What follows belongs to an exercise in optimizing a design on an open flow for small area; a production flow would make more cautious choices.
Only simulation tests tie the RTL to the original design; equivalence was not proved.

==> design.v <==
module fft_peak_detect #(
    parameter int width   = 16,
    parameter int N_2     = 5,
    parameter int SKIP_DC = 1
) (
    input  logic                 clk,
    input  logic                 reset,
    input  logic                 in_valid,
    input  logic [2*width-1:0]   in_data,
    input  logic [2*width-1:0]   threshold,
    output logic                 busy,
    output logic                 result_valid,
    input  logic                 result_ack,
    output logic [N_2-1:0]       peak_idx,
    output logic [2*width-1:0]   peak_mag,
    output logic                 peak_found
);
    localparam int PW = 2 * width;
    localparam logic [N_2-1:0] HALF  = {1'b1, {(N_2-1){1'b0}}};
    localparam logic [N_2-1:0] FIRST = (SKIP_DC != 0) ? {{(N_2-1){1'b0}}, 1'b1} : '0;
    typedef enum logic [1:0] {
        S_IDLE  = 2'd0,
        S_ACCUM = 2'd1,
        S_DRAIN = 2'd2,
        S_HOLD  = 2'd3
    } state_t;
    function automatic logic [PW-1:0] f_mag(input logic signed [PW-1:0] a,
                                            input logic signed [PW-1:0] b);
        f_mag = $unsigned(a) + $unsigned(b);
    endfunction
    state_t                r_state;
    state_t                w_next;
    logic [N_2-1:0]        r_cnt;
    logic                  w_accept;
    logic                  w_cnt_wrap;
    logic                  w_drain_done;
    logic signed [PW-1:0]  w_re;
    logic signed [PW-1:0]  w_im;
    logic                  r_vld_p1;
    logic signed [PW-1:0]  r_re2_p1;
    logic signed [PW-1:0]  r_im2_p1;
    logic [N_2-1:0]        r_idx_p1;
    logic                  r_cons_p1;
    logic                  r_last_p1;
    logic [PW-1:0]         w_mag_p1;
    logic                  w_upd;
    logic                  r_last_p2;
    logic [PW-1:0]         r_max_mag_p2;
    logic [N_2-1:0]        r_max_idx_p2;
    logic                  r_max_found_p2;
    assign w_re         = {{width{in_data[PW-1]}},    in_data[PW-1:width]};
    assign w_im         = {{width{in_data[width-1]}}, in_data[width-1:0]};
    assign w_accept     = in_valid && ((r_state == S_IDLE) || (r_state == S_ACCUM));
    assign w_cnt_wrap   = w_accept && (r_cnt == '1);
    assign w_drain_done = (r_state == S_DRAIN) && r_last_p2;
    always_ff @(posedge clk) begin
        if (!reset) begin
            r_state <= S_IDLE;
        end else begin
            r_state <= w_next;
        end
    end
    always_comb begin
        w_next = r_state;
        case (r_state)
            S_IDLE:  if (w_accept)     w_next = S_ACCUM;
            S_ACCUM: if (w_cnt_wrap)   w_next = S_DRAIN;
            S_DRAIN: if (w_drain_done) w_next = S_HOLD;
            S_HOLD:  if (result_ack)   w_next = S_IDLE;
            default:                   w_next = S_IDLE;
        endcase
    end
    always_comb begin
        busy         = (r_state == S_ACCUM) || (r_state == S_DRAIN);
        result_valid = (r_state == S_HOLD);
    end
    always_ff @(posedge clk) begin
        if (!reset) begin
            r_cnt     <= '0;
            r_vld_p1  <= 1'b0;
            r_last_p2 <= 1'b0;
        end else begin
            if (w_accept) begin
                r_cnt <= r_cnt + 1'b1;
            end
            r_vld_p1  <= w_accept;
            r_last_p2 <= r_vld_p1 && r_last_p1;
        end
    end
    always_ff @(posedge clk) begin
        if (w_accept) begin
            r_re2_p1  <= w_re * w_re;
            r_im2_p1  <= w_im * w_im;
            r_idx_p1  <= r_cnt;
            r_cons_p1 <= (r_cnt < HALF) && !((SKIP_DC != 0) && (r_cnt == '0));
            r_last_p1 <= (r_cnt == '1);
        end
    end
    assign w_mag_p1 = f_mag(r_re2_p1, r_im2_p1);
    assign w_upd    = r_vld_p1 && r_cons_p1 &&
                      ((r_idx_p1 == FIRST) || (w_mag_p1 > r_max_mag_p2));
    always_ff @(posedge clk) begin
        if (w_upd) begin
            r_max_mag_p2   <= w_mag_p1;
            r_max_idx_p2   <= r_idx_p1;
            r_max_found_p2 <= (w_mag_p1 > threshold);
        end
    end
    always_ff @(posedge clk) begin
        if (!reset) begin
            peak_idx   <= '0;
            peak_mag   <= '0;
            peak_found <= 1'b0;
        end else if (w_drain_done) begin
            peak_idx   <= r_max_idx_p2;
            peak_mag   <= r_max_mag_p2;
            peak_found <= r_max_found_p2;
        end
    end
endmodule
==> run.sh <==
#!/bin/bash
# synth_recipe.tcl (not shown) runs the flow's synth.tcl, then flattens the netlist and writes it again
# the make line also repeats each setting of config.mk as NAME=value (left out here)
make -C /OpenROAD-flow-scripts/flow DESIGN_CONFIG=/design/flow/config.mk WORK_HOME=/design/flow/orfs CLKGATE_MAP_FILE= SYNTH_SCRIPT=/design/flow/synth_recipe.tcl finish
==> config.mk <==
export PLATFORM = sky130hd
export DESIGN_NAME = fft_peak_detect
export DESIGN_NICKNAME = fft_peak_detect
export VERILOG_FILES = /design/flow/design.v
export SDC_FILE = /design/flow/constraint.sdc
export NUM_CORES = 4
export LEC_CHECK = 0
export CAP_MARGIN = 20
export CORE_MARGIN = 2
export CORE_UTILIZATION = 40
export SLEW_MARGIN = 20
==> constraint.sdc <==
create_clock -name core_clock -period 8.0 [get_ports {clk}]
set_input_delay 1.6000 -clock core_clock [delete_from_list [all_inputs] [get_ports {clk}]]
set_output_delay 1.6000 -clock core_clock [all_outputs]
set_load 0.01 [all_outputs]
==> metrics.csv <==
metric;value;unit
Antenna diodes;0;
Final Hold Viols;0;
Gate Count Post-Synth;2672;
Hold Crit Class;register to register;
pin count of the biggest net entering global routing;76;
Placed Cells;3653;
layout net count;3641;
# fillers;6006;
Net Count, Synth;3487;
Final period util;95.49;%
CTS tree;yes;
Antenna Violating Nets Remaining;0;
Slew headroom;34.71;%
clk buf depth;2;
CP startpoint kind;input pin;
row count;92;
clk latency of the worst-skew pair;0.44;ns
DRT Wirelength;57.44;mm
vias in the first global route;19910;
fmax;130.9;MHz
sequential element share of the synthesized area;16.14;%
I/O pins;108;
outcome;timing/DRC/antenna clean;
H-tree levels;4;
Setup CP Type;input pin to register;
Worst-Margin Slew;0.9793;ns
Post-synth EDFFs;107;
Yosys cell types;68;
HPWL Detailed;49.90;mm
Netlist Area Pre-Place;25730;um2
WP data arrival;7.81;ns
synthesized flop and latch total;154;
cts hold-fix bufs;0;
grt ovf;0;
die height;257.6;um
post-synth top area share;36.41;%
Clock Skew;0.02152;ns
post-route setup TNS;0;ns
CTS buffer count;17;
core region area;63310;um2
drt initial violations;852;
dominant cells by area after synthesis;fa_1, ha_1, edfxtp_1;
Critical Path RT;8.17;ns
Global Route Usage Sum;18.37;%
Die X;257.6;um
synthesis-to-finish area growth;12.72;%
post-route minimum period;7.639;ns
Clock transition at path regs;0.07;ns
sequential standard cell area;4154;um2
RSZ-0062 raised after global routing;no;
DRC violations left;0;
DIE AREA;66370;um2
Via density;4.868;
footprint of the multi-input gates;18650;um2
first-pass GRT wire length;98.25;mm
synth warn;1;
max_cap viols;0;
routed vias;17940;
worst-path fanout max;10;
share of layout cells above drive strength 1;5.424;%
Non-Filler Instances;3685;
Pre-antenna DRT Iters;5;
count of pins over their slew limit;0;
Mapped Avg Cell Area;9.630;um2
antenna violations before repair;0;
IO buf count;107;
TritonCTS sink count;154;
FFs w/ async S/R, synth;0;%
Synth area leader;fa_1;
crit end category;register;
prevailing post-synth register cell;edfxtp_1;
routed length per placed instance;15.59;um
effective utilization at floorplan;40.64;%
Final Setup Violations;0;
routability cong.;0.9127;
root buffer cell;clkbuf_16;
==> layout by cell type (no fill, tap or decap), types with 13 or more instances in the layout <==
master	instances
and2_1	80
nor3_1	16
ha_1	279
o21bai_1	13
fa_1	468
o21a_1	24
nand2b_1	17
dfxtp_1	47
a21boi_0	42
nand4_1	17
nor2b_1	20
buf_4	82
nand2_1	255
clkdlybuf4s50_1	107
xor2_1	24
a21oi_1	78
clkbuf_16	17
a21o_1	45
nor2_1	111
o21ai_0	34
nand3_1	18
edfxtp_1	107
xnor2_1	86
inv_1	723
==> kinds of logic (layout without fill, tap and decap cells) <==
| kind of cell | after synthesis | in the layout | share of synthesized area [%] |
|---|---|---|---|
| adders and majority gates | 747 | 747 | 49.98 |
| AOI/OAI and AO/OA | 315 | 315 | 8.665 |
| and+or+nand+nor | 557 | 557 | 9.886 |
| muxes | 3 | 3 | 0.1167 |
| buffers and inverters | 786 | 953 | 11.47 |
| DFF | 154 | 154 | 16.14 |
| xor gates and xnor gates | 110 | 110 | 3.744 |
==> cell usage after synthesis (4+ instances only) <==
library cell	count
o21a_1	24
o21ai_1	5
o21bai_1	13
nand2b_1	17
inv_1	724
a21o_1	45
edfxtp_1	107
o211ai_1	6
or2_2	5
and3_1	9
nor2b_1	20
dfxtp_1	47
nor3_1	16
nand3_1	18
fa_1	468
nor2_1	111
a21oi_1	79
a211o_1	4
xor2_1	24
o21ai_0	34
nand4_1	17
xnor2_1	86
a31o_2	10
and2_1	80
a21boi_0	42
ha_1	279
nand2_1	256
clkbuf_1	59
a211oi_1	8
==> sequential cells by signal, summed over array words and instances, names as in the netlist <==
| name | cells |
|---|---|
| peak_found | 1 |
| peak_idx | 5 |
| peak_mag | 32 |
| r_cnt | 5 |
| r_cons_p1 | 1 |
| r_idx_p1 | 5 |
| r_im2_p1 | 31 |
| r_last_p1 | 1 |
| r_last_p2 | 1 |
| r_max_found_p2 | 1 |
| r_max_idx_p2 | 5 |
| r_max_mag_p2 | 32 |
| r_re2_p1 | 31 |
| r_state | 2 |
| r_vld_p1 | 1 |
==> through the flow <==
| stage | setup WS (ns) | instance area, um2 | hold slack [ns] | utilization (%) |
|---|---|---|---|---|
| 2_1_floorplan | 0.1603 | 25730 | 0.4168 | - |
| 3_3_place_gp | -0.09734 | 28410 | 0.4268 | 44.88 |
| 3_5_place_dp | -0.1395 | 28420 | 0.4229 | 44.89 |
| 4_1_cts | 0.2909 | 29000 | 0.4403 | 45.80 |
| 5_1_grt | 0.0007585 | 29000 | 0.4586 | 45.81 |
| 6_report | 0.3610 | 29000 | 0.4384 | 45.81 |
==> per-layer routing <==
metal  track usage (%)  wire, um  part of all wire, %
met1             23.28     24400                   42
met2             33.60     29850                   52
met3             1.993      2064                  3.6
met4             4.175      1122                  2.0
met5                 0         0                    0
==> what timing repair did <==
action | 4_1_cts | 5_1_grt
gates resized for setup | 0 | 1
setup buffers | 0 | 0
endpoints found under the setup margin | 0 | 3
hold endpoints to repair | 0 | 0
==> worst max-delay path, cell delays in order <==
cell and delay (ns):
clkdlybuf4s50_1 0.80, nand2_1 0.17, fa_1 0.55, fa_1 0.54, fa_1 0.52, inv_1 0.06
fa_1 0.49, fa_1 0.49, inv_1 0.05, fa_1 0.48, inv_1 0.04, ha_1 0.32
a21oi_1 0.24, nand2_1 0.11, a311oi_2 0.39, o211ai_1 0.20, nand2_1 0.10, a311o_1 0.24
o2111ai_1 0.15, a21oi_1 0.19, xnor2_1 0.08
==> final timing paths <==
kind	end	from	slack (ns)	depth (start not counted)
max	r_re2_p1[30]	in_data[26]	0.36	21
min	r_max_idx_p2[3]	r_idx_p1[3]	0.44	0
min reg2reg	r_max_idx_p2[3]	r_idx_p1[3]	0.44	0
max reg2reg	r_max_mag_p2[7]	r_im2_p1[4]	2.46	18
==> cell type report <==
type	count	share of cell area [%]
Multi-Input combinational cell	1732	64.29
Sequential cell	154	14.32
Inverter	724	9.370
Timing Repair Buffer	197	6.368
Tap cell	846	3.650
Clock buffer	18	1.480
Clock inverter	14	0.5177

afterwards: timing with drivers on the ports:
Ports are ideal in the flow. The routed layout listed here was re-timed in OpenROAD.
Step 1 (the two cells are an assumption about what drives the block):
set clk [get_ports {clk}]
set_driving_cell -lib_cell sky130_fd_sc_hd__clkbuf_16 $clk
set_driving_cell -lib_cell sky130_fd_sc_hd__buf_2 [delete_from_list [all_inputs] $clk]
Step 2, shift: input delay + t, output delay - t, t = (earliest + latest rising clock arrival at the registers) / 2. This alone moves slack from input paths to output paths.
Three values: ideal, step 1, step 2; two values: the first two.
t, ns: 0.478
setup WS [ns]: 0.361 / 0.387 / -0.091
cell pins on the clock port's net: 1
Met with ideal ports but missed after step 2: setup timing in this run. For this run, drivers alone change the setup slack by +0.026 ns; drivers and shift together by -0.452 ns.
